From an optimization exercise on the open Yosys and OpenROAD flow, aimed at small area and a short achievable clock period; shortcuts taken in it are not production practice.
No functional check of the RTL was part of any run shown here.

## flow/design.v (module list and top-level ports; edited modules follow where they fit)
// module aes_g_nand3: 3 lines
// module aes_g_nand4: 3 lines
// module aes_g_xor2: 3 lines
// module aes_g_xnor2: 3 lines
// module aes_g_nand2: 3 lines
// module aes_g_nor2: 3 lines
// module aes_g_and2: 3 lines
// module aes_g_or2: 3 lines
// module aes_g_inv: 3 lines
// module aes_g_mux2: 3 lines
// module aes_g_mux2i: 3 lines
// module aes_gf4_inv: 22 lines
// module aes_sbox_lane: 239 lines
// module aes_sbox_lane_s: 233 lines
// module aes_mix_column: 264 lines
// module aes_column_mixer: 16 lines
// module aes_round_core: 166 lines
module aes_round_core (
	input logic i_clk,
	input logic i_rst,
	input logic i_valid,
	input logic i_decrypt,
	input logic i_skip_mix,
	input aes_gf_pkg::aes_state_t i_state,
	output logic o_valid,
	output aes_gf_pkg::aes_state_t o_state
);
  // ...
==> flow/flow/run.sh <==
#!/bin/bash
# The standard layout (the standard.sh, all ORFS steps unchanged), except
# that buffer_ports uses buf_1 cells for the input and output port buffers
# instead of the delay buffer it picks by default; repair still resizes them.
set -e
export BUFFER_PORTS_ARGS="-buffer_cell sky130_fd_sc_hd__buf_1"
bash standard.sh > standard.log 2>&1
==> flow/standard.sh <==
#!/bin/bash
# synth_recipe.tcl (not shown) runs the flow's synth.tcl, then flattens the netlist and writes it again
# the make line also repeats each setting of config.mk as NAME=value (left out here)
make -C /OpenROAD-flow-scripts/flow DESIGN_CONFIG=/design/flow/config.mk WORK_HOME=/design/flow/orfs CLKGATE_MAP_FILE= SYNTH_SCRIPT=/design/flow/synth_recipe.tcl "${@:-finish}"
==> flow/config.mk <==
export PLATFORM = sky130hd
export DESIGN_NAME = aes_round_core
export DESIGN_NICKNAME = aes_round_core
export VERILOG_FILES = /design/flow/design.v
export SDC_FILE = /design/flow/constraint.sdc
export NUM_CORES = 4
export LEC_CHECK = 0
export CAP_MARGIN = 20
export CORE_MARGIN = 2
export CORE_UTILIZATION = 40
export SETUP_SLACK_MARGIN = 3.0
export SLEW_MARGIN = 20
export SYNTH_HIERARCHICAL = 1
==> flow/constraint.sdc <==
create_clock -name core_clock -period 5.5 [get_ports {i_clk}]
set_input_delay 1.1000 -clock core_clock [delete_from_list [all_inputs] [get_ports {i_clk}]]
set_output_delay 1.1000 -clock core_clock [all_outputs]
set_load 0.01 [all_outputs]
==> flow_summary.toml, run 1 <==
[run_status]
outcome = "no timing/DRC/antenna violations"

[routing]
antenna_left = 0
dr_wl_met2_mm = 44.7
routed_wl_mm = 93.1

[timing]
finalHoldViolCount = 0
drv_slew = 0
slew_headroom_pct = 40.4
tightest_slew_ps = 888

[layout]
layout_commonest_cell = "xor2_1"
multi_input_area_um2 = 30600
ff_latch_area_um2 = 11700
fill_cells = 10100
dominant_cells = "multi-input combinational cells"
fin_util_pct = 46.1
buffers_excl_clock = 334
final_area_um2 = 48500
final_cells = 6377

[synthesis]
synth-simple-area-share_pct = 9.73
yosysMostFrequentCell = "xor2_1"
syn_inst = 4655
synth-edff-count = 0
synth_compound_area_share_pct = 0
ys.flop_type = "dfxtp_1"
ys_warn_count = 9
yosys-mux-area-fraction_pct = 6.03
syn_avg_cell_area_um2 = 9.13

[critical_path]
reg2reg_depth = 8
cp_max_fo = 4
endpoint_kind = "register"
cp.required_ps = 5990

[grt]
use_met2_pct = 27.9
grtUsageMet3_pct = 2.59

[die]
ios = 262
row_count = 119
initial_core_util_pct = 40.4
die-area_um2 = 109000

[min_path]
hp-class = "register to register"

[place]
gp_congestion = 0.852
dp.cells = 6185
place_area_um2 = 44300
hpwl_mm = 71.6

[cts]
clock_sinks = 586
==> module aes_sbox_lane, before the edit <==
module aes_sbox_lane (
	input logic i_clk,
	input logic i_dec_in,
	input logic i_dec_out,
	input aes_gf_pkg::gf_byte_t i_byte_enc,
	input aes_gf_pkg::gf_byte_t i_byte_dec,
	output aes_gf_pkg::gf_byte_t o_byte
);
	logic e0, e1, e2, e3, e4, e5, e6, e7, x0, x1, x2, x3, x4, x5, x6, x7, dec_in, dec_out;
	assign {e7, e6, e5, e4, e3, e2, e1, e0} = i_byte_enc;
	assign {x7, x6, x5, x4, x3, x2, x1, x0} = i_byte_dec;
	assign dec_in = i_dec_in;
	assign dec_out = i_dec_out;
	logic [7:0] in_q;
	logic [3:0] a_r;
	logic [3:0] b_r;
	logic [3:0] d_r;
	logic [7:0] o_q;
	logic n1, n2, n3, n4, n6, n7, n8, n10, n12, n13, n15, n16, n17, n19, n20, n22, n23, n24, n26, n28, n29, n30, n31, n32, n33, n34, n35, n36, n37, n38, n39, n41, n42, n43, n44, n45, n46, n47, n48, n49, n50, n51, n52, n53, n54, n55, n56, n57, n58, n59, n60, n61, n62, n63, n64, n65, n66, n67, n68, n69, n70, n71, n72, n73, n74, n75, n76, n77, n78, n79, n80, n81, n82, n83, n84, n85, n86, n87, n88, n89, n90, n91, n92, n93, n94, n95, n96, n97, n98, n99, n100, n101, n102, n103, n104, n105, n106, n107, n108, n109, n110, n111, n112, n113, n114, n115, n116, n117, n118, n119, n120, n121, n122, n123, n124, n125, n126, n127, n128, n129, n130, n131, n132, n133, n134, n135, n136, n137, n138, n139, n140, n141, n142, n143, n144, n145, n146, n147, n148, n149, n150, n151, n152, n153, n154, n155, n156, n157, n158, n159, n160, n161, n162, n163, n164, n165, n167, n168, n169, n171, n172, n173, n174, n175, n176, n177, n178, n179, n180, n182, n184, n186, n187, n188, n189, n191, n193, n195, n196, n197, n198, n199, n200, n201, n202, n203, n204;
	aes_g_xor2 u_n1 (.a(e0), .b(e1), .y(n1));
	aes_g_xor2 u_n2 (.a(e2), .b(e5), .y(n2));
	aes_g_xor2 u_n3 (.a(e6), .b(e7), .y(n3));
	aes_g_xor2 u_n4 (.a(n1), .b(n2), .y(n4));
	aes_g_xnor2 u_n6 (.a(n3), .b(n4), .y(n6));
	aes_g_xor2 u_n7 (.a(e0), .b(e4), .y(n7));
	aes_g_xor2 u_n8 (.a(e5), .b(e6), .y(n8));
	aes_g_xnor2 u_n10 (.a(n7), .b(n8), .y(n10));
	aes_g_xnor2 u_n12 (.a(n1), .b(n8), .y(n12));
	aes_g_xor2 u_n13 (.a(e0), .b(e7), .y(n13));
	aes_g_xnor2 u_n15 (.a(n13), .b(n8), .y(n15));
	aes_g_xor2 u_n16 (.a(e3), .b(e4), .y(n16));
	aes_g_xor2 u_n17 (.a(e7), .b(n1), .y(n17));
	aes_g_xnor2 u_n19 (.a(n16), .b(n17), .y(n19));
	aes_g_inv u_n20 (.a(e0), .y(n20));
	aes_g_xnor2 u_n22 (.a(e0), .b(n8), .y(n22));
	aes_g_xor2 u_n23 (.a(e2), .b(e3), .y(n23));
	aes_g_xor2 u_n24 (.a(e6), .b(n1), .y(n24));
	aes_g_xnor2 u_n26 (.a(n23), .b(n24), .y(n26));
	aes_g_xnor2 u_n28 (.a(x4), .b(x7), .y(n28));
	aes_g_xor2 u_n29 (.a(x0), .b(x1), .y(n29));
	aes_g_xor2 u_n30 (.a(x4), .b(x6), .y(n30));
	aes_g_xor2 u_n31 (.a(n29), .b(n30), .y(n31));
	aes_g_xor2 u_n32 (.a(x3), .b(x6), .y(n32));
	aes_g_xor2 u_n33 (.a(n29), .b(n32), .y(n33));
	aes_g_xor2 u_n34 (.a(x7), .b(n30), .y(n34));
	aes_g_xor2 u_n35 (.a(x2), .b(x5), .y(n35));
	aes_g_xor2 u_n36 (.a(x7), .b(n35), .y(n36));
	aes_g_xor2 u_n37 (.a(x0), .b(x3), .y(n37));
	aes_g_xor2 u_n38 (.a(x4), .b(n37), .y(n38));
	aes_g_xor2 u_n39 (.a(x5), .b(n29), .y(n39));
	aes_g_xnor2 u_n41 (.a(n30), .b(n39), .y(n41));
	aes_g_mux2i u_n42 (.s(dec_in), .a1(n28), .a0(n6), .y(n42));
	aes_g_mux2i u_n43 (.s(dec_in), .a1(n31), .a0(n10), .y(n43));
	aes_g_mux2i u_n44 (.s(dec_in), .a1(n30), .a0(n12), .y(n44));
	aes_g_mux2i u_n45 (.s(dec_in), .a1(n33), .a0(n15), .y(n45));
	aes_g_mux2i u_n46 (.s(dec_in), .a1(n34), .a0(n19), .y(n46));
	aes_g_mux2i u_n47 (.s(dec_in), .a1(n36), .a0(n20), .y(n47));
	aes_g_mux2i u_n48 (.s(dec_in), .a1(n38), .a0(n22), .y(n48));
	aes_g_mux2i u_n49 (.s(dec_in), .a1(n41), .a0(n26), .y(n49));
	aes_g_xor2 u_n50 (.a(in_q[7]), .b(in_q[5]), .y(n50));
	aes_g_xor2 u_n51 (.a(in_q[6]), .b(in_q[4]), .y(n51));
	aes_g_xor2 u_n52 (.a(in_q[7]), .b(in_q[6]), .y(n52));
	aes_g_xor2 u_n53 (.a(in_q[5]), .b(in_q[4]), .y(n53));
	aes_g_xor2 u_n54 (.a(n50), .b(n51), .y(n54));
	aes_g_xor2 u_n55 (.a(in_q[3]), .b(in_q[1]), .y(n55));
	aes_g_xor2 u_n56 (.a(in_q[2]), .b(in_q[0]), .y(n56));
	aes_g_xor2 u_n57 (.a(in_q[3]), .b(in_q[2]), .y(n57));
	aes_g_xor2 u_n58 (.a(in_q[1]), .b(in_q[0]), .y(n58));
	aes_g_xor2 u_n59 (.a(n55), .b(n56), .y(n59));
	aes_g_nand2 u_n60 (.a(n52), .b(n57), .y(n60));
	aes_g_nand2 u_n61 (.a(n51), .b(n56), .y(n61));
	aes_g_nand2 u_n62 (.a(n54), .b(n59), .y(n62));
	aes_g_nor2 u_n63 (.a(n51), .b(n56), .y(n63));
	aes_g_nand2 u_n64 (.a(in_q[7]), .b(in_q[3]), .y(n64));
	aes_g_xor2 u_n65 (.a(n63), .b(n64), .y(n65));
	aes_g_xor2 u_n66 (.a(n60), .b(n62), .y(n66));
	aes_g_xor2 u_n67 (.a(n65), .b(n66), .y(n67));
	aes_g_nor2 u_n68 (.a(n50), .b(n55), .y(n68));
	aes_g_nand2 u_n69 (.a(in_q[6]), .b(in_q[2]), .y(n69));
	aes_g_xor2 u_n70 (.a(n68), .b(n69), .y(n70));
	aes_g_xor2 u_n71 (.a(n60), .b(n61), .y(n71));
	aes_g_xor2 u_n72 (.a(n70), .b(n71), .y(n72));
	aes_g_nor2 u_n73 (.a(n53), .b(n58), .y(n73));
	aes_g_nand2 u_n74 (.a(in_q[5]), .b(in_q[1]), .y(n74));
	aes_g_xor2 u_n75 (.a(n73), .b(n74), .y(n75));
	aes_g_xor2 u_n76 (.a(n61), .b(n62), .y(n76));
	aes_g_xor2 u_n77 (.a(n75), .b(n76), .y(n77));
	aes_g_nor2 u_n78 (.a(in_q[4]), .b(in_q[0]), .y(n78));
	aes_g_nand2 u_n79 (.a(n53), .b(n58), .y(n79));
	aes_g_xor2 u_n80 (.a(n78), .b(n79), .y(n80));
	aes_g_nand2 u_n81 (.a(n50), .b(n55), .y(n81));
	aes_g_xor2 u_n82 (.a(n81), .b(n61), .y(n82));
	aes_g_xor2 u_n83 (.a(n80), .b(n82), .y(n83));
	aes_g_inv u_n84 (.a(n67), .y(n84));
	aes_g_inv u_n85 (.a(n72), .y(n85));
	aes_g_inv u_n86 (.a(n77), .y(n86));
	aes_g_inv u_n87 (.a(n83), .y(n87));
	aes_g_nand3 u_n88 (.a(n67), .b(n72), .c(n77), .y(n88));
	aes_g_nand2 u_n89 (.a(n86), .b(n83), .y(n89));
	aes_g_nand2 u_n90 (.a(n67), .b(n83), .y(n90));
	aes_g_nand4 u_n91 (.a(n84), .b(n85), .c(n77), .d(n87), .y(n91));
	aes_g_nand4 u_n92 (.a(n88), .b(n89), .c(n90), .d(n91), .y(n92));
	aes_g_nand2 u_n93 (.a(n77), .b(n83), .y(n93));
	aes_g_nand3 u_n94 (.a(n84), .b(n72), .c(n77), .y(n94));
	aes_g_nand3 u_n95 (.a(n67), .b(n85), .c(n77), .y(n95));
	aes_g_nand2 u_n96 (.a(n85), .b(n83), .y(n96));
	aes_g_nand4 u_n97 (.a(n93), .b(n94), .c(n95), .d(n96), .y(n97));
	aes_g_nand2 u_n98 (.a(n72), .b(n77), .y(n98));
	aes_g_nand3 u_n99 (.a(n67), .b(n77), .c(n83), .y(n99));
	aes_g_nand4 u_n100 (.a(n67), .b(n85), .c(n86), .d(n87), .y(n100));
	aes_g_nand2 u_n101 (.a(n84), .b(n72), .y(n101));
	aes_g_nand4 u_n102 (.a(n98), .b(n99), .c(n100), .d(n101), .y(n102));
	aes_g_nand2 u_n103 (.a(n67), .b(n72), .y(n103));
	aes_g_nand3 u_n104 (.a(n67), .b(n77), .c(n87), .y(n104));
	aes_g_nand2 u_n105 (.a(n72), .b(n87), .y(n105));
	aes_g_nand3 u_n106 (.a(n67), .b(n86), .c(n83), .y(n106));
	aes_g_nand4 u_n107 (.a(n103), .b(n104), .c(n105), .d(n106), .y(n107));
	aes_g_xor2 u_n108 (.a(a_r[3]), .b(a_r[1]), .y(n108));
	aes_g_xor2 u_n109 (.a(a_r[2]), .b(a_r[0]), .y(n109));
	aes_g_xor2 u_n110 (.a(a_r[3]), .b(a_r[2]), .y(n110));
	aes_g_xor2 u_n111 (.a(a_r[1]), .b(a_r[0]), .y(n111));
	aes_g_xor2 u_n112 (.a(n108), .b(n109), .y(n112));
	aes_g_xor2 u_n113 (.a(b_r[3]), .b(b_r[1]), .y(n113));
	aes_g_xor2 u_n114 (.a(b_r[2]), .b(b_r[0]), .y(n114));
	aes_g_xor2 u_n115 (.a(b_r[3]), .b(b_r[2]), .y(n115));
	aes_g_xor2 u_n116 (.a(b_r[1]), .b(b_r[0]), .y(n116));
	aes_g_xor2 u_n117 (.a(n113), .b(n114), .y(n117));
	aes_g_xor2 u_n118 (.a(d_r[3]), .b(d_r[1]), .y(n118));
	aes_g_xor2 u_n119 (.a(d_r[2]), .b(d_r[0]), .y(n119));
	aes_g_xor2 u_n120 (.a(d_r[3]), .b(d_r[2]), .y(n120));
	aes_g_xor2 u_n121 (.a(d_r[1]), .b(d_r[0]), .y(n121));
	aes_g_xor2 u_n122 (.a(n118), .b(n119), .y(n122));
	aes_g_nand2 u_n123 (.a(n120), .b(n115), .y(n123));
	aes_g_nand2 u_n124 (.a(d_r[3]), .b(b_r[3]), .y(n124));
	aes_g_xor2 u_n125 (.a(n124), .b(n123), .y(n125));
	aes_g_nand2 u_n126 (.a(d_r[2]), .b(b_r[2]), .y(n126));
	aes_g_xor2 u_n127 (.a(n126), .b(n123), .y(n127));
	aes_g_nand2 u_n128 (.a(n121), .b(n116), .y(n128));
	aes_g_nand2 u_n129 (.a(d_r[1]), .b(b_r[1]), .y(n129));
	aes_g_xor2 u_n130 (.a(n129), .b(n128), .y(n130));
	aes_g_nand2 u_n131 (.a(d_r[0]), .b(b_r[0]), .y(n131));
	aes_g_xor2 u_n132 (.a(n131), .b(n128), .y(n132));
	aes_g_nand2 u_n133 (.a(n119), .b(n114), .y(n133));
	aes_g_nand2 u_n134 (.a(n122), .b(n117), .y(n134));
	aes_g_xor2 u_n135 (.a(n134), .b(n133), .y(n135));
	aes_g_nand2 u_n136 (.a(n118), .b(n113), .y(n136));
	aes_g_xor2 u_n137 (.a(n136), .b(n133), .y(n137));
	aes_g_nand2 u_n138 (.a(n120), .b(n110), .y(n138));
	aes_g_nand2 u_n139 (.a(d_r[3]), .b(a_r[3]), .y(n139));
	aes_g_xor2 u_n140 (.a(n139), .b(n138), .y(n140));
	aes_g_nand2 u_n141 (.a(d_r[2]), .b(a_r[2]), .y(n141));
	aes_g_xor2 u_n142 (.a(n141), .b(n138), .y(n142));
	aes_g_nand2 u_n143 (.a(n121), .b(n111), .y(n143));
	aes_g_nand2 u_n144 (.a(d_r[1]), .b(a_r[1]), .y(n144));
	aes_g_xor2 u_n145 (.a(n144), .b(n143), .y(n145));
	aes_g_nand2 u_n146 (.a(d_r[0]), .b(a_r[0]), .y(n146));
	aes_g_xor2 u_n147 (.a(n146), .b(n143), .y(n147));
	aes_g_nand2 u_n148 (.a(n119), .b(n109), .y(n148));
	aes_g_nand2 u_n149 (.a(n122), .b(n112), .y(n149));
	aes_g_xor2 u_n150 (.a(n149), .b(n148), .y(n150));
	aes_g_nand2 u_n151 (.a(n118), .b(n108), .y(n151));
	aes_g_xor2 u_n152 (.a(n151), .b(n148), .y(n152));
	aes_g_xor2 u_n153 (.a(n130), .b(n135), .y(n153));
	aes_g_xor2 u_n154 (.a(n140), .b(n150), .y(n154));
	aes_g_xor2 u_n155 (.a(n153), .b(n154), .y(n155));
	aes_g_xnor2 u_n156 (.a(n153), .b(n154), .y(n156));
	aes_g_xor2 u_n157 (.a(n125), .b(n135), .y(n157));
	aes_g_xor2 u_n158 (.a(n154), .b(n157), .y(n158));
	aes_g_xor2 u_n159 (.a(n127), .b(n137), .y(n159));
	aes_g_xor2 u_n160 (.a(n147), .b(n152), .y(n160));
	aes_g_xor2 u_n161 (.a(n159), .b(n160), .y(n161));
	aes_g_xor2 u_n162 (.a(n125), .b(n130), .y(n162));
	aes_g_xor2 u_n163 (.a(n154), .b(n162), .y(n163));
	aes_g_xnor2 u_n164 (.a(n154), .b(n162), .y(n164));
	aes_g_xor2 u_n165 (.a(n127), .b(n132), .y(n165));
	aes_g_xnor2 u_n167 (.a(n165), .b(n163), .y(n167));
	aes_g_xor2 u_n168 (.a(n142), .b(n147), .y(n168));
	aes_g_xor2 u_n169 (.a(n159), .b(n168), .y(n169));
	aes_g_xnor2 u_n171 (.a(n155), .b(n169), .y(n171));
	aes_g_xor2 u_n172 (.a(n132), .b(n137), .y(n172));
	aes_g_xor2 u_n173 (.a(n145), .b(n150), .y(n173));
	aes_g_xor2 u_n174 (.a(n153), .b(n172), .y(n174));
	aes_g_xor2 u_n175 (.a(n173), .b(n174), .y(n175));
	aes_g_xor2 u_n176 (.a(n165), .b(n173), .y(n176));
	aes_g_xor2 u_n177 (.a(n172), .b(n173), .y(n177));
	aes_g_xnor2 u_n178 (.a(n172), .b(n173), .y(n178));
	aes_g_xor2 u_n179 (.a(n140), .b(n145), .y(n179));
	aes_g_xor2 u_n180 (.a(n161), .b(n162), .y(n180));
	aes_g_xnor2 u_n182 (.a(n179), .b(n180), .y(n182));
	aes_g_xnor2 u_n184 (.a(n163), .b(n169), .y(n184));
	aes_g_xnor2 u_n186 (.a(n159), .b(n173), .y(n186));
	aes_g_xor2 u_n187 (.a(n142), .b(n152), .y(n187));
	aes_g_xor2 u_n188 (.a(n153), .b(n165), .y(n188));
	aes_g_xor2 u_n189 (.a(n179), .b(n187), .y(n189));
	aes_g_xnor2 u_n191 (.a(n188), .b(n189), .y(n191));
	aes_g_xnor2 u_n193 (.a(n162), .b(n177), .y(n193));
	aes_g_xnor2 u_n195 (.a(n153), .b(n173), .y(n195));
	aes_g_xnor2 u_n196 (.a(n142), .b(n152), .y(n196));
	aes_g_mux2i u_n197 (.s(dec_out), .a1(n178), .a0(n156), .y(n197));
	aes_g_mux2i u_n198 (.s(dec_out), .a1(n182), .a0(n158), .y(n198));
	aes_g_mux2i u_n199 (.s(dec_out), .a1(n184), .a0(n161), .y(n199));
	aes_g_mux2i u_n200 (.s(dec_out), .a1(n186), .a0(n164), .y(n200));
	aes_g_mux2i u_n201 (.s(dec_out), .a1(n191), .a0(n167), .y(n201));
	aes_g_mux2i u_n202 (.s(dec_out), .a1(n193), .a0(n171), .y(n202));
	aes_g_mux2i u_n203 (.s(dec_out), .a1(n195), .a0(n175), .y(n203));
	aes_g_mux2i u_n204 (.s(dec_out), .a1(n196), .a0(n176), .y(n204));
	always_ff @(posedge i_clk)
	begin
		in_q[7] <= n42;
		in_q[6] <= n43;
		in_q[5] <= n44;
		in_q[4] <= n45;
		in_q[3] <= n46;
		in_q[2] <= n47;
		in_q[1] <= n48;
		in_q[0] <= n49;
		a_r[3] <= in_q[7];
		a_r[2] <= in_q[6];
		a_r[1] <= in_q[5];
		a_r[0] <= in_q[4];
		b_r[3] <= in_q[3];
		b_r[2] <= in_q[2];
		b_r[1] <= in_q[1];
		b_r[0] <= in_q[0];
		d_r[3] <= n92;
		d_r[2] <= n97;
		d_r[1] <= n102;
		d_r[0] <= n107;
		o_q[7] <= n197;
		o_q[6] <= n198;
		o_q[5] <= n199;
		o_q[4] <= n200;
		o_q[3] <= n201;
		o_q[2] <= n202;
		o_q[1] <= n203;
		o_q[0] <= n204;
	end
	assign o_byte = {o_q[7], o_q[6], o_q[5], o_q[4], o_q[3], o_q[2], o_q[1], o_q[0]};
endmodule
==> inputs of run 2 (changes only) <==
--- a/flow/design.v
+++ b/flow/design.v
@@ -60,6 +60,28 @@
 			default: o = 4'd0;
 		endcase
 endmodule
+module aes_gf4_inv_all (input logic [3:0] i, output logic [4:0] o);
+	always_comb
+		case (i)
+			4'd0: o = 5'd0;
+			4'd1: o = 5'd24;
+			4'd2: o = 5'd17;
+			4'd3: o = 5'd9;
+			4'd4: o = 5'd6;
+			4'd5: o = 5'd20;
+			4'd6: o = 5'd15;
+			4'd7: o = 5'd12;
+			4'd8: o = 5'd5;
+			4'd9: o = 5'd27;
+			4'd10: o = 5'd10;
+			4'd11: o = 5'd29;
+			4'd12: o = 5'd3;
+			4'd13: o = 5'd18;
+			4'd14: o = 5'd23;
+			4'd15: o = 5'd30;
+			default: o = 5'd0;
+		endcase
+endmodule
 module aes_sbox_lane (
 	input logic i_clk,
 	input logic i_dec_in,
@@ -76,9 +98,10 @@
 	logic [7:0] in_q;
 	logic [3:0] a_r;
 	logic [3:0] b_r;
+	logic [2:0] all_r;
 	logic [3:0] d_r;
 	logic [7:0] o_q;
-	logic n1, n2, n3, n4, n6, n7, n8, n10, n12, n13, n15, n16, n17, n19, n20, n22, n23, n24, n26, n28, n29, n30, n31, n32, n33, n34, n35, n36, n37, n38, n39, n41, n42, n43, n44, n45, n46, n47, n48, n49, n50, n51, n52, n53, n54, n55, n56, n57, n58, n59, n60, n61, n62, n63, n64, n65, n66, n67, n68, n69, n70, n71, n72, n73, n74, n75, n76, n77, n78, n79, n80, n81, n82, n83, n84, n85, n86, n87, n88, n89, n90, n91, n92, n93, n94, n95, n96, n97, n98, n99, n100, n101, n102, n103, n104, n105, n106, n107, n108, n109, n110, n111, n112, n113, n114, n115, n116, n117, n118, n119, n120, n121, n122, n123, n124, n125, n126, n127, n128, n129, n130, n131, n132, n133, n134, n135, n136, n137, n138, n139, n140, n141, n142, n143, n144, n145, n146, n147, n148, n149, n150, n151, n152, n153, n154, n155, n156, n157, n158, n159, n160, n161, n162, n163, n164, n165, n167, n168, n169, n171, n172, n173, n174, n175, n176, n177, n178, n179, n180, n182, n184, n186, n187, n188, n189, n191, n193, n195, n196, n197, n198, n199, n200, n201, n202, n203, n204;
+	logic n1, n2, n3, n4, n6, n7, n8, n10, n12, n13, n15, n16, n17, n19, n20, n22, n23, n24, n26, n28, n29, n30, n31, n32, n33, n34, n35, n36, n37, n38, n39, n41, n42, n43, n44, n45, n46, n47, n48, n49, n50, n51, n52, n53, n54, n55, n56, n57, n58, n59, n60, n61, n62, n63, n64, n65, n66, n67, n68, n69, n70, n71, n72, n73, n74, n75, n76, n77, n78, n79, n80, n81, n82, n83, n84, n85, n86, n87, n88, n89, n90, n91, n92, n93, n94, n95, n96, n97, n98, n99, n100, n101, n102, n103, n104, n105, n106, n107, n108, n109, n110, n111, n112, n113, n114, n115, n116, n117, n118, n119, n120, n121, n122, n123, n124, n125, n126, n127, n128, n129, n130, n131, n132, n133, n134, n135, n136, n137, n138, n139, n140, n141, n142, n143, n144, n145, n146, n147, n148, n149, n150, n151, n152, n153, n154, n155, n156, n157, n158, n159, n160, n161, n162, n163, n164, n165, n166, n167, n169, n170, n171, n173, n174, n175, n176, n177, n178, n179, n180, n181, n182, n184, n186, n188, n189, n190, n191, n193, n195, n197, n198, n199, n200, n201, n202, n203, n204, n205, n206;
 	aes_g_xor2 u_n1 (.a(e0), .b(e1), .y(n1));
 	aes_g_xor2 u_n2 (.a(e2), .b(e5), .y(n2));
 	aes_g_xor2 u_n3 (.a(e6), .b(e7), .y(n3));
@@ -177,95 +200,97 @@
 	aes_g_nand2 u_n105 (.a(n72), .b(n87), .y(n105));
 	aes_g_nand3 u_n106 (.a(n67), .b(n86), .c(n83), .y(n106));
 	aes_g_nand4 u_n107 (.a(n103), .b(n104), .c(n105), .d(n106), .y(n107));
-	aes_g_xor2 u_n108 (.a(a_r[3]), .b(a_r[1]), .y(n108));
-	aes_g_xor2 u_n109 (.a(a_r[2]), .b(a_r[0]), .y(n109));
-	aes_g_xor2 u_n110 (.a(a_r[3]), .b(a_r[2]), .y(n110));
-	aes_g_xor2 u_n111 (.a(a_r[1]), .b(a_r[0]), .y(n111));
-	aes_g_xor2 u_n112 (.a(n108), .b(n109), .y(n112));
-	aes_g_xor2 u_n113 (.a(b_r[3]), .b(b_r[1]), .y(n113));
-	aes_g_xor2 u_n114 (.a(b_r[2]), .b(b_r[0]), .y(n114));
-	aes_g_xor2 u_n115 (.a(b_r[3]), .b(b_r[2]), .y(n115));
-	aes_g_xor2 u_n116 (.a(b_r[1]), .b(b_r[0]), .y(n116));
-	aes_g_xor2 u_n117 (.a(n113), .b(n114), .y(n117));
-	aes_g_xor2 u_n118 (.a(d_r[3]), .b(d_r[1]), .y(n118));
-	aes_g_xor2 u_n119 (.a(d_r[2]), .b(d_r[0]), .y(n119));
-	aes_g_xor2 u_n120 (.a(d_r[3]), .b(d_r[2]), .y(n120));
-	aes_g_xor2 u_n121 (.a(d_r[1]), .b(d_r[0]), .y(n121));
-	aes_g_xor2 u_n122 (.a(n118), .b(n119), .y(n122));
-	aes_g_nand2 u_n123 (.a(n120), .b(n115), .y(n123));
-	aes_g_nand2 u_n124 (.a(d_r[3]), .b(b_r[3]), .y(n124));
-	aes_g_xor2 u_n125 (.a(n124), .b(n123), .y(n125));
-	aes_g_nand2 u_n126 (.a(d_r[2]), .b(b_r[2]), .y(n126));
-	aes_g_xor2 u_n127 (.a(n126), .b(n123), .y(n127));
-	aes_g_nand2 u_n128 (.a(n121), .b(n116), .y(n128));
-	aes_g_nand2 u_n129 (.a(d_r[1]), .b(b_r[1]), .y(n129));
-	aes_g_xor2 u_n130 (.a(n129), .b(n128), .y(n130));
-	aes_g_nand2 u_n131 (.a(d_r[0]), .b(b_r[0]), .y(n131));
-	aes_g_xor2 u_n132 (.a(n131), .b(n128), .y(n132));
-	aes_g_nand2 u_n133 (.a(n119), .b(n114), .y(n133));
-	aes_g_nand2 u_n134 (.a(n122), .b(n117), .y(n134));
-	aes_g_xor2 u_n135 (.a(n134), .b(n133), .y(n135));
-	aes_g_nand2 u_n136 (.a(n118), .b(n113), .y(n136));
-	aes_g_xor2 u_n137 (.a(n136), .b(n133), .y(n137));
-	aes_g_nand2 u_n138 (.a(n120), .b(n110), .y(n138));
-	aes_g_nand2 u_n139 (.a(d_r[3]), .b(a_r[3]), .y(n139));
-	aes_g_xor2 u_n140 (.a(n139), .b(n138), .y(n140));
-	aes_g_nand2 u_n141 (.a(d_r[2]), .b(a_r[2]), .y(n141));
-	aes_g_xor2 u_n142 (.a(n141), .b(n138), .y(n142));
-	aes_g_nand2 u_n143 (.a(n121), .b(n111), .y(n143));
-	aes_g_nand2 u_n144 (.a(d_r[1]), .b(a_r[1]), .y(n144));
-	aes_g_xor2 u_n145 (.a(n144), .b(n143), .y(n145));
-	aes_g_nand2 u_n146 (.a(d_r[0]), .b(a_r[0]), .y(n146));
-	aes_g_xor2 u_n147 (.a(n146), .b(n143), .y(n147));
-	aes_g_nand2 u_n148 (.a(n119), .b(n109), .y(n148));
-	aes_g_nand2 u_n149 (.a(n122), .b(n112), .y(n149));
-	aes_g_xor2 u_n150 (.a(n149), .b(n148), .y(n150));
-	aes_g_nand2 u_n151 (.a(n118), .b(n108), .y(n151));
-	aes_g_xor2 u_n152 (.a(n151), .b(n148), .y(n152));
-	aes_g_xor2 u_n153 (.a(n130), .b(n135), .y(n153));
-	aes_g_xor2 u_n154 (.a(n140), .b(n150), .y(n154));
-	aes_g_xor2 u_n155 (.a(n153), .b(n154), .y(n155));
-	aes_g_xnor2 u_n156 (.a(n153), .b(n154), .y(n156));
-	aes_g_xor2 u_n157 (.a(n125), .b(n135), .y(n157));
-	aes_g_xor2 u_n158 (.a(n154), .b(n157), .y(n158));
+	aes_g_nand3 u_n108 (.a(n85), .b(n77), .c(n83), .y(n108));
+	aes_g_nand3 u_n109 (.a(n84), .b(n77), .c(n87), .y(n109));
+	aes_g_nand3 u_n110 (.a(n67), .b(n85), .c(n86), .y(n110));
+	aes_g_nand3 u_n111 (.a(n67), .b(n72), .c(n87), .y(n111));
+	aes_g_nand4 u_n112 (.a(n108), .b(n109), .c(n110), .d(n111), .y(n112));
+	aes_g_xor2 u_n113 (.a(a_r[3]), .b(a_r[1]), .y(n113));
+	aes_g_xor2 u_n114 (.a(a_r[2]), .b(a_r[0]), .y(n114));
+	aes_g_xor2 u_n115 (.a(a_r[3]), .b(a_r[2]), .y(n115));
+	aes_g_xor2 u_n116 (.a(a_r[1]), .b(a_r[0]), .y(n116));
+	aes_g_xor2 u_n117 (.a(b_r[3]), .b(b_r[1]), .y(n117));
+	aes_g_xor2 u_n118 (.a(b_r[2]), .b(b_r[0]), .y(n118));
+	aes_g_xor2 u_n119 (.a(b_r[3]), .b(b_r[2]), .y(n119));
+	aes_g_xor2 u_n120 (.a(b_r[1]), .b(b_r[0]), .y(n120));
+	aes_g_xor2 u_n121 (.a(d_r[3]), .b(d_r[1]), .y(n121));
+	aes_g_xor2 u_n122 (.a(d_r[2]), .b(d_r[0]), .y(n122));
+	aes_g_xor2 u_n123 (.a(d_r[3]), .b(d_r[2]), .y(n123));
+	aes_g_xor2 u_n124 (.a(d_r[1]), .b(d_r[0]), .y(n124));
+	aes_g_nand2 u_n125 (.a(n123), .b(n119), .y(n125));
+	aes_g_nand2 u_n126 (.a(d_r[3]), .b(b_r[3]), .y(n126));
+	aes_g_xor2 u_n127 (.a(n126), .b(n125), .y(n127));
+	aes_g_nand2 u_n128 (.a(d_r[2]), .b(b_r[2]), .y(n128));
+	aes_g_xor2 u_n129 (.a(n128), .b(n125), .y(n129));
+	aes_g_nand2 u_n130 (.a(n124), .b(n120), .y(n130));
+	aes_g_nand2 u_n131 (.a(d_r[1]), .b(b_r[1]), .y(n131));
+	aes_g_xor2 u_n132 (.a(n131), .b(n130), .y(n132));
+	aes_g_nand2 u_n133 (.a(d_r[0]), .b(b_r[0]), .y(n133));
+	aes_g_xor2 u_n134 (.a(n133), .b(n130), .y(n134));
+	aes_g_nand2 u_n135 (.a(n122), .b(n118), .y(n135));
+	aes_g_nand2 u_n136 (.a(all_r[0]), .b(all_r[1]), .y(n136));
+	aes_g_xor2 u_n137 (.a(n136), .b(n135), .y(n137));
+	aes_g_nand2 u_n138 (.a(n121), .b(n117), .y(n138));
+	aes_g_xor2 u_n139 (.a(n138), .b(n135), .y(n139));
+	aes_g_nand2 u_n140 (.a(n123), .b(n115), .y(n140));
+	aes_g_nand2 u_n141 (.a(d_r[3]), .b(a_r[3]), .y(n141));
+	aes_g_xor2 u_n142 (.a(n141), .b(n140), .y(n142));
+	aes_g_nand2 u_n143 (.a(d_r[2]), .b(a_r[2]), .y(n143));
+	aes_g_xor2 u_n144 (.a(n143), .b(n140), .y(n144));
+	aes_g_nand2 u_n145 (.a(n124), .b(n116), .y(n145));
+	aes_g_nand2 u_n146 (.a(d_r[1]), .b(a_r[1]), .y(n146));
+	aes_g_xor2 u_n147 (.a(n146), .b(n145), .y(n147));
+	aes_g_nand2 u_n148 (.a(d_r[0]), .b(a_r[0]), .y(n148));
+	aes_g_xor2 u_n149 (.a(n148), .b(n145), .y(n149));
+	aes_g_nand2 u_n150 (.a(n122), .b(n114), .y(n150));
+	aes_g_nand2 u_n151 (.a(all_r[0]), .b(all_r[2]), .y(n151));
+	aes_g_xor2 u_n152 (.a(n151), .b(n150), .y(n152));
+	aes_g_nand2 u_n153 (.a(n121), .b(n113), .y(n153));
+	aes_g_xor2 u_n154 (.a(n153), .b(n150), .y(n154));
+	aes_g_xor2 u_n155 (.a(n132), .b(n137), .y(n155));
+	aes_g_xor2 u_n156 (.a(n142), .b(n152), .y(n156));
+	aes_g_xor2 u_n157 (.a(n155), .b(n156), .y(n157));
+	aes_g_xnor2 u_n158 (.a(n155), .b(n156), .y(n158));
 	aes_g_xor2 u_n159 (.a(n127), .b(n137), .y(n159));
-	aes_g_xor2 u_n160 (.a(n147), .b(n152), .y(n160));
-	aes_g_xor2 u_n161 (.a(n159), .b(n160), .y(n161));
-	aes_g_xor2 u_n162 (.a(n125), .b(n130), .y(n162));
-	aes_g_xor2 u_n163 (.a(n154), .b(n162), .y(n163));
-	aes_g_xnor2 u_n164 (.a(n154), .b(n162), .y(n164));
-	aes_g_xor2 u_n165 (.a(n127), .b(n132), .y(n165));
-	aes_g_xnor2 u_n167 (.a(n165), .b(n163), .y(n167));
-	aes_g_xor2 u_n168 (.a(n142), .b(n147), .y(n168));
-	aes_g_xor2 u_n169 (.a(n159), .b(n168), .y(n169));
-	aes_g_xnor2 u_n171 (.a(n155), .b(n169), .y(n171));
-	aes_g_xor2 u_n172 (.a(n132), .b(n137), .y(n172));
-	aes_g_xor2 u_n173 (.a(n145), .b(n150), .y(n173));
-	aes_g_xor2 u_n174 (.a(n153), .b(n172), .y(n174));
-	aes_g_xor2 u_n175 (.a(n173), .b(n174), .y(n175));
-	aes_g_xor2 u_n176 (.a(n165), .b(n173), .y(n176));
-	aes_g_xor2 u_n177 (.a(n172), .b(n173), .y(n177));
-	aes_g_xnor2 u_n178 (.a(n172), .b(n173), .y(n178));
-	aes_g_xor2 u_n179 (.a(n140), .b(n145), .y(n179));
-	aes_g_xor2 u_n180 (.a(n161), .b(n162), .y(n180));
-	aes_g_xnor2 u_n182 (.a(n179), .b(n180), .y(n182));
-	aes_g_xnor2 u_n184 (.a(n163), .b(n169), .y(n184));
-	aes_g_xnor2 u_n186 (.a(n159), .b(n173), .y(n186));
-	aes_g_xor2 u_n187 (.a(n142), .b(n152), .y(n187));
-	aes_g_xor2 u_n188 (.a(n153), .b(n165), .y(n188));
-	aes_g_xor2 u_n189 (.a(n179), .b(n187), .y(n189));
-	aes_g_xnor2 u_n191 (.a(n188), .b(n189), .y(n191));
-	aes_g_xnor2 u_n193 (.a(n162), .b(n177), .y(n193));
-	aes_g_xnor2 u_n195 (.a(n153), .b(n173), .y(n195));
-	aes_g_xnor2 u_n196 (.a(n142), .b(n152), .y(n196));
-	aes_g_mux2i u_n197 (.s(dec_out), .a1(n178), .a0(n156), .y(n197));
-	aes_g_mux2i u_n198 (.s(dec_out), .a1(n182), .a0(n158), .y(n198));
-	aes_g_mux2i u_n199 (.s(dec_out), .a1(n184), .a0(n161), .y(n199));
-	aes_g_mux2i u_n200 (.s(dec_out), .a1(n186), .a0(n164), .y(n200));
-	aes_g_mux2i u_n201 (.s(dec_out), .a1(n191), .a0(n167), .y(n201));
-	aes_g_mux2i u_n202 (.s(dec_out), .a1(n193), .a0(n171), .y(n202));
-	aes_g_mux2i u_n203 (.s(dec_out), .a1(n195), .a0(n175), .y(n203));
-	aes_g_mux2i u_n204 (.s(dec_out), .a1(n196), .a0(n176), .y(n204));
+	aes_g_xor2 u_n160 (.a(n156), .b(n159), .y(n160));
+	aes_g_xor2 u_n161 (.a(n129), .b(n139), .y(n161));
+	aes_g_xor2 u_n162 (.a(n149), .b(n154), .y(n162));
+	aes_g_xor2 u_n163 (.a(n161), .b(n162), .y(n163));
+	aes_g_xor2 u_n164 (.a(n127), .b(n132), .y(n164));
+	aes_g_xor2 u_n165 (.a(n156), .b(n164), .y(n165));
+	aes_g_xnor2 u_n166 (.a(n156), .b(n164), .y(n166));
+	aes_g_xor2 u_n167 (.a(n129), .b(n134), .y(n167));
+	aes_g_xnor2 u_n169 (.a(n167), .b(n165), .y(n169));
+	aes_g_xor2 u_n170 (.a(n144), .b(n149), .y(n170));
+	aes_g_xor2 u_n171 (.a(n161), .b(n170), .y(n171));
+	aes_g_xnor2 u_n173 (.a(n157), .b(n171), .y(n173));
+	aes_g_xor2 u_n174 (.a(n134), .b(n139), .y(n174));
+	aes_g_xor2 u_n175 (.a(n147), .b(n152), .y(n175));
+	aes_g_xor2 u_n176 (.a(n155), .b(n174), .y(n176));
+	aes_g_xor2 u_n177 (.a(n175), .b(n176), .y(n177));
+	aes_g_xor2 u_n178 (.a(n167), .b(n175), .y(n178));
+	aes_g_xor2 u_n179 (.a(n174), .b(n175), .y(n179));
+	aes_g_xnor2 u_n180 (.a(n174), .b(n175), .y(n180));
+	aes_g_xor2 u_n181 (.a(n142), .b(n147), .y(n181));
+	aes_g_xor2 u_n182 (.a(n163), .b(n164), .y(n182));
+	aes_g_xnor2 u_n184 (.a(n181), .b(n182), .y(n184));
+	aes_g_xnor2 u_n186 (.a(n165), .b(n171), .y(n186));
+	aes_g_xnor2 u_n188 (.a(n161), .b(n175), .y(n188));
+	aes_g_xor2 u_n189 (.a(n144), .b(n154), .y(n189));
+	aes_g_xor2 u_n190 (.a(n155), .b(n167), .y(n190));
+	aes_g_xor2 u_n191 (.a(n181), .b(n189), .y(n191));
+	aes_g_xnor2 u_n193 (.a(n190), .b(n191), .y(n193));
+	aes_g_xnor2 u_n195 (.a(n164), .b(n179), .y(n195));
+	aes_g_xnor2 u_n197 (.a(n155), .b(n175), .y(n197));
+	aes_g_xnor2 u_n198 (.a(n144), .b(n154), .y(n198));
+	aes_g_mux2i u_n199 (.s(dec_out), .a1(n180), .a0(n158), .y(n199));
+	aes_g_mux2i u_n200 (.s(dec_out), .a1(n184), .a0(n160), .y(n200));
+	aes_g_mux2i u_n201 (.s(dec_out), .a1(n186), .a0(n163), .y(n201));
+	aes_g_mux2i u_n202 (.s(dec_out), .a1(n188), .a0(n166), .y(n202));
+	aes_g_mux2i u_n203 (.s(dec_out), .a1(n193), .a0(n169), .y(n203));
+	aes_g_mux2i u_n204 (.s(dec_out), .a1(n195), .a0(n173), .y(n204));
+	aes_g_mux2i u_n205 (.s(dec_out), .a1(n197), .a0(n177), .y(n205));
+	aes_g_mux2i u_n206 (.s(dec_out), .a1(n198), .a0(n178), .y(n206));
 	always_ff @(posedge i_clk)
 	begin
 		in_q[7] <= n42;
@@ -284,18 +309,21 @@
 		b_r[2] <= in_q[2];
 		b_r[1] <= in_q[1];
 		b_r[0] <= in_q[0];
+		all_r[2] <= n54;
+		all_r[1] <= n59;
+		all_r[0] <= n112;
 		d_r[3] <= n92;
 		d_r[2] <= n97;
 		d_r[1] <= n102;
 		d_r[0] <= n107;
-		o_q[7] <= n197;
-		o_q[6] <= n198;
-		o_q[5] <= n199;
-		o_q[4] <= n200;
-		o_q[3] <= n201;
-		o_q[2] <= n202;
-		o_q[1] <= n203;
-		o_q[0] <= n204;
+		o_q[7] <= n199;
+		o_q[6] <= n200;
+		o_q[5] <= n201;
+		o_q[4] <= n202;
+		o_q[3] <= n203;
+		o_q[2] <= n204;
+		o_q[1] <= n205;
+		o_q[0] <= n206;
 	end
 	assign o_byte = {o_q[7], o_q[6], o_q[5], o_q[4], o_q[3], o_q[2], o_q[1], o_q[0]};
 endmodule
@@ -313,9 +341,10 @@
 	logic [7:0] in_q;
 	logic [3:0] a_r;
 	logic [3:0] b_r;
+	logic [2:0] all_r;
 	logic [3:0] d_r;
 	logic [7:0] o_q;
-	logic n1, n2, n3, n4, n6, n7, n8, n10, n12, n13, n15, n16, n17, n19, n20, n22, n23, n24, n26, n28, n29, n30, n31, n32, n33, n34, n35, n37, n38, n39, n40, n41, n42, n43, n44, n45, n46, n47, n48, n49, n50, n51, n52, n53, n54, n55, n56, n57, n58, n59, n60, n61, n62, n63, n64, n65, n66, n67, n68, n69, n70, n71, n72, n73, n74, n75, n76, n77, n78, n79, n80, n81, n82, n83, n84, n85, n86, n87, n88, n89, n90, n91, n92, n93, n94, n95, n96, n97, n98, n99, n100, n101, n102, n103, n104, n105, n106, n107, n108, n109, n110, n111, n112, n113, n114, n115, n116, n117, n118, n119, n120, n121, n122, n123, n124, n125, n126, n127, n128, n129, n130, n131, n132, n133, n134, n135, n136, n137, n138, n139, n140, n141, n142, n143, n144, n145, n146, n147, n148, n149, n150, n151, n152, n153, n154, n155, n156, n157, n158, n159, n160, n161, n163, n164, n165, n167, n168, n169, n170, n171, n172, n173, n174, n175, n176, n178, n180, n182, n183, n184, n185, n187, n189, n191, n192, n193, n194, n195, n196, n197, n198, n199, n200;
+	logic n1, n2, n3, n4, n6, n7, n8, n10, n12, n13, n15, n16, n17, n19, n20, n22, n23, n24, n26, n28, n29, n30, n31, n32, n33, n34, n35, n37, n38, n39, n40, n41, n42, n43, n44, n45, n46, n47, n48, n49, n50, n51, n52, n53, n54, n55, n56, n57, n58, n59, n60, n61, n62, n63, n64, n65, n66, n67, n68, n69, n70, n71, n72, n73, n74, n75, n76, n77, n78, n79, n80, n81, n82, n83, n84, n85, n86, n87, n88, n89, n90, n91, n92, n93, n94, n95, n96, n97, n98, n99, n100, n101, n102, n103, n104, n105, n106, n107, n108, n109, n110, n111, n112, n113, n114, n115, n116, n117, n118, n119, n120, n121, n122, n123, n124, n125, n126, n127, n128, n129, n130, n131, n132, n133, n134, n135, n136, n137, n138, n139, n140, n141, n142, n143, n144, n145, n146, n147, n148, n149, n150, n151, n152, n153, n154, n155, n156, n157, n158, n159, n160, n161, n162, n163, n165, n166, n167, n169, n170, n171, n172, n173, n174, n175, n176, n177, n178, n180, n182, n184, n185, n186, n187, n189, n191, n193, n194, n195, n196, n197, n198, n199, n200, n201, n202;
 	aes_g_xor2 u_n1 (.a(e0), .b(e1), .y(n1));
 	aes_g_xor2 u_n2 (.a(e2), .b(e5), .y(n2));
 	aes_g_xor2 u_n3 (.a(e6), .b(e7), .y(n3));
@@ -410,95 +439,97 @@
 	aes_g_nand2 u_n101 (.a(n68), .b(n83), .y(n101));
 	aes_g_nand3 u_n102 (.a(n63), .b(n82), .c(n79), .y(n102));
 	aes_g_nand4 u_n103 (.a(n99), .b(n100), .c(n101), .d(n102), .y(n103));
-	aes_g_xor2 u_n104 (.a(a_r[3]), .b(a_r[1]), .y(n104));
-	aes_g_xor2 u_n105 (.a(a_r[2]), .b(a_r[0]), .y(n105));
-	aes_g_xor2 u_n106 (.a(a_r[3]), .b(a_r[2]), .y(n106));
-	aes_g_xor2 u_n107 (.a(a_r[1]), .b(a_r[0]), .y(n107));
-	aes_g_xor2 u_n108 (.a(n104), .b(n105), .y(n108));
-	aes_g_xor2 u_n109 (.a(b_r[3]), .b(b_r[1]), .y(n109));
-	aes_g_xor2 u_n110 (.a(b_r[2]), .b(b_r[0]), .y(n110));
-	aes_g_xor2 u_n111 (.a(b_r[3]), .b(b_r[2]), .y(n111));
-	aes_g_xor2 u_n112 (.a(b_r[1]), .b(b_r[0]), .y(n112));
-	aes_g_xor2 u_n113 (.a(n109), .b(n110), .y(n113));
-	aes_g_xor2 u_n114 (.a(d_r[3]), .b(d_r[1]), .y(n114));
-	aes_g_xor2 u_n115 (.a(d_r[2]), .b(d_r[0]), .y(n115));
-	aes_g_xor2 u_n116 (.a(d_r[3]), .b(d_r[2]), .y(n116));
-	aes_g_xor2 u_n117 (.a(d_r[1]), .b(d_r[0]), .y(n117));
-	aes_g_xor2 u_n118 (.a(n114), .b(n115), .y(n118));
-	aes_g_nand2 u_n119 (.a(n116), .b(n111), .y(n119));
-	aes_g_nand2 u_n120 (.a(d_r[3]), .b(b_r[3]), .y(n120));
-	aes_g_xor2 u_n121 (.a(n120), .b(n119), .y(n121));
-	aes_g_nand2 u_n122 (.a(d_r[2]), .b(b_r[2]), .y(n122));
-	aes_g_xor2 u_n123 (.a(n122), .b(n119), .y(n123));
-	aes_g_nand2 u_n124 (.a(n117), .b(n112), .y(n124));
-	aes_g_nand2 u_n125 (.a(d_r[1]), .b(b_r[1]), .y(n125));
-	aes_g_xor2 u_n126 (.a(n125), .b(n124), .y(n126));
-	aes_g_nand2 u_n127 (.a(d_r[0]), .b(b_r[0]), .y(n127));
-	aes_g_xor2 u_n128 (.a(n127), .b(n124), .y(n128));
-	aes_g_nand2 u_n129 (.a(n115), .b(n110), .y(n129));
-	aes_g_nand2 u_n130 (.a(n118), .b(n113), .y(n130));
-	aes_g_xor2 u_n131 (.a(n130), .b(n129), .y(n131));
-	aes_g_nand2 u_n132 (.a(n114), .b(n109), .y(n132));
-	aes_g_xor2 u_n133 (.a(n132), .b(n129), .y(n133));
-	aes_g_nand2 u_n134 (.a(n116), .b(n106), .y(n134));
-	aes_g_nand2 u_n135 (.a(d_r[3]), .b(a_r[3]), .y(n135));
-	aes_g_xor2 u_n136 (.a(n135), .b(n134), .y(n136));
-	aes_g_nand2 u_n137 (.a(d_r[2]), .b(a_r[2]), .y(n137));
-	aes_g_xor2 u_n138 (.a(n137), .b(n134), .y(n138));
-	aes_g_nand2 u_n139 (.a(n117), .b(n107), .y(n139));
-	aes_g_nand2 u_n140 (.a(d_r[1]), .b(a_r[1]), .y(n140));
-	aes_g_xor2 u_n141 (.a(n140), .b(n139), .y(n141));
-	aes_g_nand2 u_n142 (.a(d_r[0]), .b(a_r[0]), .y(n142));
-	aes_g_xor2 u_n143 (.a(n142), .b(n139), .y(n143));
-	aes_g_nand2 u_n144 (.a(n115), .b(n105), .y(n144));
-	aes_g_nand2 u_n145 (.a(n118), .b(n108), .y(n145));
-	aes_g_xor2 u_n146 (.a(n145), .b(n144), .y(n146));
-	aes_g_nand2 u_n147 (.a(n114), .b(n104), .y(n147));
-	aes_g_xor2 u_n148 (.a(n147), .b(n144), .y(n148));
-	aes_g_xor2 u_n149 (.a(n126), .b(n131), .y(n149));
-	aes_g_xor2 u_n150 (.a(n136), .b(n146), .y(n150));
-	aes_g_xor2 u_n151 (.a(n149), .b(n150), .y(n151));
-	aes_g_xnor2 u_n152 (.a(n149), .b(n150), .y(n152));
-	aes_g_xor2 u_n153 (.a(n121), .b(n131), .y(n153));
-	aes_g_xor2 u_n154 (.a(n150), .b(n153), .y(n154));
+	aes_g_nand3 u_n104 (.a(n81), .b(n73), .c(n79), .y(n104));
+	aes_g_nand3 u_n105 (.a(n80), .b(n73), .c(n83), .y(n105));
+	aes_g_nand3 u_n106 (.a(n63), .b(n81), .c(n82), .y(n106));
+	aes_g_nand3 u_n107 (.a(n63), .b(n68), .c(n83), .y(n107));
+	aes_g_nand4 u_n108 (.a(n104), .b(n105), .c(n106), .d(n107), .y(n108));
+	aes_g_xor2 u_n109 (.a(a_r[3]), .b(a_r[1]), .y(n109));
+	aes_g_xor2 u_n110 (.a(a_r[2]), .b(a_r[0]), .y(n110));
+	aes_g_xor2 u_n111 (.a(a_r[3]), .b(a_r[2]), .y(n111));
+	aes_g_xor2 u_n112 (.a(a_r[1]), .b(a_r[0]), .y(n112));
+	aes_g_xor2 u_n113 (.a(b_r[3]), .b(b_r[1]), .y(n113));
+	aes_g_xor2 u_n114 (.a(b_r[2]), .b(b_r[0]), .y(n114));
+	aes_g_xor2 u_n115 (.a(b_r[3]), .b(b_r[2]), .y(n115));
+	aes_g_xor2 u_n116 (.a(b_r[1]), .b(b_r[0]), .y(n116));
+	aes_g_xor2 u_n117 (.a(d_r[3]), .b(d_r[1]), .y(n117));
+	aes_g_xor2 u_n118 (.a(d_r[2]), .b(d_r[0]), .y(n118));
+	aes_g_xor2 u_n119 (.a(d_r[3]), .b(d_r[2]), .y(n119));
+	aes_g_xor2 u_n120 (.a(d_r[1]), .b(d_r[0]), .y(n120));
+	aes_g_nand2 u_n121 (.a(n119), .b(n115), .y(n121));
+	aes_g_nand2 u_n122 (.a(d_r[3]), .b(b_r[3]), .y(n122));
+	aes_g_xor2 u_n123 (.a(n122), .b(n121), .y(n123));
+	aes_g_nand2 u_n124 (.a(d_r[2]), .b(b_r[2]), .y(n124));
+	aes_g_xor2 u_n125 (.a(n124), .b(n121), .y(n125));
+	aes_g_nand2 u_n126 (.a(n120), .b(n116), .y(n126));
+	aes_g_nand2 u_n127 (.a(d_r[1]), .b(b_r[1]), .y(n127));
+	aes_g_xor2 u_n128 (.a(n127), .b(n126), .y(n128));
+	aes_g_nand2 u_n129 (.a(d_r[0]), .b(b_r[0]), .y(n129));
+	aes_g_xor2 u_n130 (.a(n129), .b(n126), .y(n130));
+	aes_g_nand2 u_n131 (.a(n118), .b(n114), .y(n131));
+	aes_g_nand2 u_n132 (.a(all_r[0]), .b(all_r[1]), .y(n132));
+	aes_g_xor2 u_n133 (.a(n132), .b(n131), .y(n133));
+	aes_g_nand2 u_n134 (.a(n117), .b(n113), .y(n134));
+	aes_g_xor2 u_n135 (.a(n134), .b(n131), .y(n135));
+	aes_g_nand2 u_n136 (.a(n119), .b(n111), .y(n136));
+	aes_g_nand2 u_n137 (.a(d_r[3]), .b(a_r[3]), .y(n137));
+	aes_g_xor2 u_n138 (.a(n137), .b(n136), .y(n138));
+	aes_g_nand2 u_n139 (.a(d_r[2]), .b(a_r[2]), .y(n139));
+	aes_g_xor2 u_n140 (.a(n139), .b(n136), .y(n140));
+	aes_g_nand2 u_n141 (.a(n120), .b(n112), .y(n141));
+	aes_g_nand2 u_n142 (.a(d_r[1]), .b(a_r[1]), .y(n142));
+	aes_g_xor2 u_n143 (.a(n142), .b(n141), .y(n143));
+	aes_g_nand2 u_n144 (.a(d_r[0]), .b(a_r[0]), .y(n144));
+	aes_g_xor2 u_n145 (.a(n144), .b(n141), .y(n145));
+	aes_g_nand2 u_n146 (.a(n118), .b(n110), .y(n146));
+	aes_g_nand2 u_n147 (.a(all_r[0]), .b(all_r[2]), .y(n147));
+	aes_g_xor2 u_n148 (.a(n147), .b(n146), .y(n148));
+	aes_g_nand2 u_n149 (.a(n117), .b(n109), .y(n149));
+	aes_g_xor2 u_n150 (.a(n149), .b(n146), .y(n150));
+	aes_g_xor2 u_n151 (.a(n128), .b(n133), .y(n151));
+	aes_g_xor2 u_n152 (.a(n138), .b(n148), .y(n152));
+	aes_g_xor2 u_n153 (.a(n151), .b(n152), .y(n153));
+	aes_g_xnor2 u_n154 (.a(n151), .b(n152), .y(n154));
 	aes_g_xor2 u_n155 (.a(n123), .b(n133), .y(n155));
-	aes_g_xor2 u_n156 (.a(n143), .b(n148), .y(n156));
-	aes_g_xor2 u_n157 (.a(n155), .b(n156), .y(n157));
-	aes_g_xor2 u_n158 (.a(n121), .b(n126), .y(n158));
-	aes_g_xor2 u_n159 (.a(n150), .b(n158), .y(n159));
-	aes_g_xnor2 u_n160 (.a(n150), .b(n158), .y(n160));
-	aes_g_xor2 u_n161 (.a(n123), .b(n128), .y(n161));
-	aes_g_xnor2 u_n163 (.a(n161), .b(n159), .y(n163));
-	aes_g_xor2 u_n164 (.a(n138), .b(n143), .y(n164));
-	aes_g_xor2 u_n165 (.a(n155), .b(n164), .y(n165));
-	aes_g_xnor2 u_n167 (.a(n151), .b(n165), .y(n167));
-	aes_g_xor2 u_n168 (.a(n128), .b(n133), .y(n168));
-	aes_g_xor2 u_n169 (.a(n141), .b(n146), .y(n169));
-	aes_g_xor2 u_n170 (.a(n149), .b(n168), .y(n170));
-	aes_g_xor2 u_n171 (.a(n169), .b(n170), .y(n171));
-	aes_g_xor2 u_n172 (.a(n161), .b(n169), .y(n172));
-	aes_g_xor2 u_n173 (.a(n168), .b(n169), .y(n173));
-	aes_g_xnor2 u_n174 (.a(n168), .b(n169), .y(n174));
-	aes_g_xor2 u_n175 (.a(n136), .b(n141), .y(n175));
-	aes_g_xor2 u_n176 (.a(n157), .b(n158), .y(n176));
-	aes_g_xnor2 u_n178 (.a(n175), .b(n176), .y(n178));
-	aes_g_xnor2 u_n180 (.a(n159), .b(n165), .y(n180));
-	aes_g_xnor2 u_n182 (.a(n155), .b(n169), .y(n182));
-	aes_g_xor2 u_n183 (.a(n138), .b(n148), .y(n183));
-	aes_g_xor2 u_n184 (.a(n149), .b(n161), .y(n184));
-	aes_g_xor2 u_n185 (.a(n175), .b(n183), .y(n185));
-	aes_g_xnor2 u_n187 (.a(n184), .b(n185), .y(n187));
-	aes_g_xnor2 u_n189 (.a(n158), .b(n173), .y(n189));
-	aes_g_xnor2 u_n191 (.a(n149), .b(n169), .y(n191));
-	aes_g_xnor2 u_n192 (.a(n138), .b(n148), .y(n192));
-	aes_g_mux2i u_n193 (.s(dec_out), .a1(n174), .a0(n152), .y(n193));
-	aes_g_mux2i u_n194 (.s(dec_out), .a1(n178), .a0(n154), .y(n194));
-	aes_g_mux2i u_n195 (.s(dec_out), .a1(n180), .a0(n157), .y(n195));
-	aes_g_mux2i u_n196 (.s(dec_out), .a1(n182), .a0(n160), .y(n196));
-	aes_g_mux2i u_n197 (.s(dec_out), .a1(n187), .a0(n163), .y(n197));
-	aes_g_mux2i u_n198 (.s(dec_out), .a1(n189), .a0(n167), .y(n198));
-	aes_g_mux2i u_n199 (.s(dec_out), .a1(n191), .a0(n171), .y(n199));
-	aes_g_mux2i u_n200 (.s(dec_out), .a1(n192), .a0(n172), .y(n200));
+	aes_g_xor2 u_n156 (.a(n152), .b(n155), .y(n156));
+	aes_g_xor2 u_n157 (.a(n125), .b(n135), .y(n157));
+	aes_g_xor2 u_n158 (.a(n145), .b(n150), .y(n158));
+	aes_g_xor2 u_n159 (.a(n157), .b(n158), .y(n159));
+	aes_g_xor2 u_n160 (.a(n123), .b(n128), .y(n160));
+	aes_g_xor2 u_n161 (.a(n152), .b(n160), .y(n161));
+	aes_g_xnor2 u_n162 (.a(n152), .b(n160), .y(n162));
+	aes_g_xor2 u_n163 (.a(n125), .b(n130), .y(n163));
+	aes_g_xnor2 u_n165 (.a(n163), .b(n161), .y(n165));
+	aes_g_xor2 u_n166 (.a(n140), .b(n145), .y(n166));
+	aes_g_xor2 u_n167 (.a(n157), .b(n166), .y(n167));
+	aes_g_xnor2 u_n169 (.a(n153), .b(n167), .y(n169));
+	aes_g_xor2 u_n170 (.a(n130), .b(n135), .y(n170));
+	aes_g_xor2 u_n171 (.a(n143), .b(n148), .y(n171));
+	aes_g_xor2 u_n172 (.a(n151), .b(n170), .y(n172));
+	aes_g_xor2 u_n173 (.a(n171), .b(n172), .y(n173));
+	aes_g_xor2 u_n174 (.a(n163), .b(n171), .y(n174));
+	aes_g_xor2 u_n175 (.a(n170), .b(n171), .y(n175));
+	aes_g_xnor2 u_n176 (.a(n170), .b(n171), .y(n176));
+	aes_g_xor2 u_n177 (.a(n138), .b(n143), .y(n177));
+	aes_g_xor2 u_n178 (.a(n159), .b(n160), .y(n178));
+	aes_g_xnor2 u_n180 (.a(n177), .b(n178), .y(n180));
+	aes_g_xnor2 u_n182 (.a(n161), .b(n167), .y(n182));
+	aes_g_xnor2 u_n184 (.a(n157), .b(n171), .y(n184));
+	aes_g_xor2 u_n185 (.a(n140), .b(n150), .y(n185));
+	aes_g_xor2 u_n186 (.a(n151), .b(n163), .y(n186));
+	aes_g_xor2 u_n187 (.a(n177), .b(n185), .y(n187));
+	aes_g_xnor2 u_n189 (.a(n186), .b(n187), .y(n189));
+	aes_g_xnor2 u_n191 (.a(n160), .b(n175), .y(n191));
+	aes_g_xnor2 u_n193 (.a(n151), .b(n171), .y(n193));
+	aes_g_xnor2 u_n194 (.a(n140), .b(n150), .y(n194));
+	aes_g_mux2i u_n195 (.s(dec_out), .a1(n176), .a0(n154), .y(n195));
+	aes_g_mux2i u_n196 (.s(dec_out), .a1(n180), .a0(n156), .y(n196));
+	aes_g_mux2i u_n197 (.s(dec_out), .a1(n182), .a0(n159), .y(n197));
+	aes_g_mux2i u_n198 (.s(dec_out), .a1(n184), .a0(n162), .y(n198));
+	aes_g_mux2i u_n199 (.s(dec_out), .a1(n189), .a0(n165), .y(n199));
+	aes_g_mux2i u_n200 (.s(dec_out), .a1(n191), .a0(n169), .y(n200));
+	aes_g_mux2i u_n201 (.s(dec_out), .a1(n193), .a0(n173), .y(n201));
+	aes_g_mux2i u_n202 (.s(dec_out), .a1(n194), .a0(n174), .y(n202));
 	always_ff @(posedge i_clk)
 	begin
 		in_q[7] <= n38;
@@ -517,18 +548,21 @@
 		b_r[2] <= in_q[2];
 		b_r[1] <= in_q[1];
 		b_r[0] <= in_q[0];
+		all_r[2] <= n50;
+		all_r[1] <= n55;
+		all_r[0] <= n108;
 		d_r[3] <= n88;
 		d_r[2] <= n93;
 		d_r[1] <= n98;
 		d_r[0] <= n103;
-		o_q[7] <= n193;
-		o_q[6] <= n194;
-		o_q[5] <= n195;
-		o_q[4] <= n196;
-		o_q[3] <= n197;
-		o_q[2] <= n198;
-		o_q[1] <= n199;
-		o_q[0] <= n200;
+		o_q[7] <= n195;
+		o_q[6] <= n196;
+		o_q[5] <= n197;
+		o_q[4] <= n198;
+		o_q[3] <= n199;
+		o_q[2] <= n200;
+		o_q[1] <= n201;
+		o_q[0] <= n202;
 	end
 	assign o_byte = {o_q[7], o_q[6], o_q[5], o_q[4], o_q[3], o_q[2], o_q[1], o_q[0]};
 endmodule
==> run 2 against run 1 <==
Net effect:
- flip-flop and latch count increased by 48
- critical path depth down 1
- worst setup slack improved by 68 ps
- clock skew grew 3.4 ps
- non-clock buffer count is 20 lower
- hold slack worse by 1.3 ps
- largest cell class unchanged
- maximum frequency rose by 2.8%
- count of clock-buffer cells in the layout down 1
==> flow_summary.toml, run 2 <==
[layout]
layout_commonest_cell = "xor2_1"
fill_cells = 10300
fin_nets = 5130
final_cell_mix = "1862 x xor2_1, 736 x nand2_1, 633 x dfxtp_1, 592 x xnor2_1, 260 x buf_1"
largest_reg_flops = 128
area_growth_pct = 12.6
largest_register = "o_state"
final_cells = 6458
drive_above_1_share_pct = 5.68

[cts]
clk_pin_slew_ps = 60
htreeDepth = 3
cts_buffer_depth = 3
cts_root_buf = "clkbuf_16"
cts_buffers = 74
cts_tree = "built"
clock_sinks = 634
clk_latency_ps = 650

[synthesis]
synthTopCellsByCount = "1964 x xor2_1, 736 x nand2_1, 634 x dfxtp_1"
ys.flop_type = "dfxtp_1"
synthArstFlopShare_pct = 0
ys_ff_latch = 634
synth_top_cell_by_area = "xor2_1"
synth_cell_type_count = 12
syn_area_um2 = 43500
syn_inst = 4735
yosysMostFrequentCell = "xor2_1"
ys_warn_count = 9
yosysTopAreaCellShare_pct = 39.6
seq_area_frac_synth_pct = 29.2
synth_fp_nets = 4868
syn_avg_cell_area_um2 = 9.18
synth_area_leaders = "xor2_1 40%, dfxtp_1 29%, xnor2_1 12%"
synth-edff-count = 0

[grt]
grt_max_degree = 72
grt_first_pass_wirelength_mm = 152
grt_pass1_vias = 28700
gr-usage-all-layers_pct = 16.7
busiest_layer = "met2"
use_met1_pct = 23.0
antenna_found_initial = 5
grtUsageMet3_pct = 2.39
grt_overflow_total = 0
use_met2_pct = 27.1

[die]
ios = 262
die-area_um2 = 111000
initial_core_util_pct = 40.5
row_count = 120
dieHeight_um = 334
core-area_um2 = 107000
die_x_um = 334

[routing]
routed_wl_mm = 94.8
vias_per_cell = 4.52
antenna_left = 0
drt_first_pass_iters = 5
wire_per_inst_um = 14.7
drc = 0
vias = 29200
initialDrtViolationCount = 1352

[timing]
finalHoldViolCount = 0
max_clock_freq_mhz = 411
fin_worst_skew_ps = 28.3
slew_headroom_pct = 28.7
drv_slew = 0
min_period_ps = 2430
worst_hold_slack_ps = 323
rsz0062_at_grt = "yes"
period_share_pct = 44.2
finalSetupViolations = 0
tightest_slew_ps = 1070
fin_tns_setup_ps = 0

[min_path]
hp-class = "register to register"

[place]
dp.cells = 6278
gp_congestion = 0.846
hpwl_mm = 73.6
port-buffer-count = 261

[critical_path]
crit_type = "register to register"
endpoint_kind = "register"
cp_max_fo = 5
crit_arrival_ps = 2950
cp.required_ps = 6020
cp-start-kind = "register"

[run]
max-cap-violations = 0

[run_status]
outcome = "no timing/DRC/antenna violations"
==> run 2: worst paths after layout <==
check / from / end / slack, ps / depth (start not counted)
worst min register to register: dec_d[1] / dec_d[2] / 320 / 0
worst max-delay path: u_lane3.d_r[0] / u_lane3.o_q[5] / 3070 / 7
worst min-delay path: dec_d[1] / dec_d[2] / 320 / 0
worst max register to register: u_lane3.d_r[0] / u_lane3.o_q[5] / 3070 / 7
==> run 2: repair_timing <==
item                                    CTS  global route
setup buffers                             0            46
gates resized for setup                  13            94
pin swaps                                 0            20
hold buffers                              0             0
endpoints found under the setup margin   74           174
==> run 2: kinds of logic after synthesis <==
kind of cell | after synthesis | synth area share (%)
and+or+nand+nor | 1080 | 10.5
DFF | 634 | 29.2
buffers and inverters | 209 | 2.91
xor gates and xnor gates | 2556 | 51.5
muxes | 256 | 5.90
==> run 2: per-stage QoR <==
| stage | instance area [µm²] | setup WS, ps | util [%] |
|---|---|---|---|
| after floorplan | 43500 | 2910 | - |
| after global placement | 45300 | 2670 | 42.2 |
| after detailed placement | 45300 | 2640 | 42.2 |
| after CTS | 47900 | 3000 | 44.6 |
| after global routing | 48900 | 2910 | 45.6 |
| final | 48900 | 3070 | 45.6 |
==> run 2: layout make-up <==
cell class / instances / area [µm²] / share of cell area, %
inverters: 81 / 308 / 0.629
diodes: 1 / 2.50 / 0.00511
multi-input cells: 3892 / 30300 / 61.9
flip-flops and latches: 634 / 12700 / 25.9
well taps: 1403 / 1760 / 3.59
repair buffers: 314 / 1410 / 2.88
clock inverters: 43 / 460 / 0.941
clock buffers: 90 / 2020 / 4.14
==> run 2: critical path: stages (launching register included) <==
cell and delay [ps]:
dfxtp_1 420, xor2_1 220, nand2_1 150, xor2_1 310, xor2_1 550, xor2_1 300, xnor2_1 90, mux2i_1 270
==> run 2: per-layer routing <==
layer / part of all wire [%] / routed length [µm]
met1: 49 / 46400
met2: 46 / 43200
met3: 3.4 / 3190
met4: 2.0 / 1910
met5: 0 / 0
==> run 2: modules after synthesis (local to each module, per instance), a selection <==
module,copies in the design,flops+latches,cells,area [µm²]
aes_sbox_lane,8,31,31,621
aes_g_nor2,64,0,1,3.75
aes_round_core,1,138,143,2790
aes_g_mux2i,256,0,1,10.0
aes_mix_column,4,0,64,520
aes_g_nand4,112,0,1,6.26
aes_g_nand2,736,0,1,3.75
aes_g_nand3,160,0,1,5.00
aes_g_and2,4,0,1,6.26
aes_g_xnor2,464,0,1,8.76
aes_sbox_lane_s,8,31,31,621
aes_g_inv,80,0,1,3.75
aes_g_xor2,1964,0,1,8.76

what the ideal ports hide:
Ports are ideal in the flow. The routed layouts listed here were re-timed in OpenROAD.
Step 1, drivers: a clkbuf_16 drives i_clk and a buf_2 each remaining input, both assumed.
Step 2, shift: input delay + t, output delay - t, t = (earliest + latest rising clock arrival at the registers) / 2. This alone moves slack from input paths to output paths.
a / b / c = ideal / step 1 / step 2; a / b = the first two.
run | t, ns | slack for setup (ns) | latest minus earliest clock arrival (ns)
run 1 | 0.677 | 3.001 / 3.001 / 2.785 | 0.030 / 0.029
run 2 | 0.698 | 3.069 / 3.068 / 2.660 | 0.030 / 0.030
After both steps every run listed still meets setup and hold. The setup slack of run 2, which loses most, moves by -0.001 ns with the drivers and by -0.409 ns with both steps.
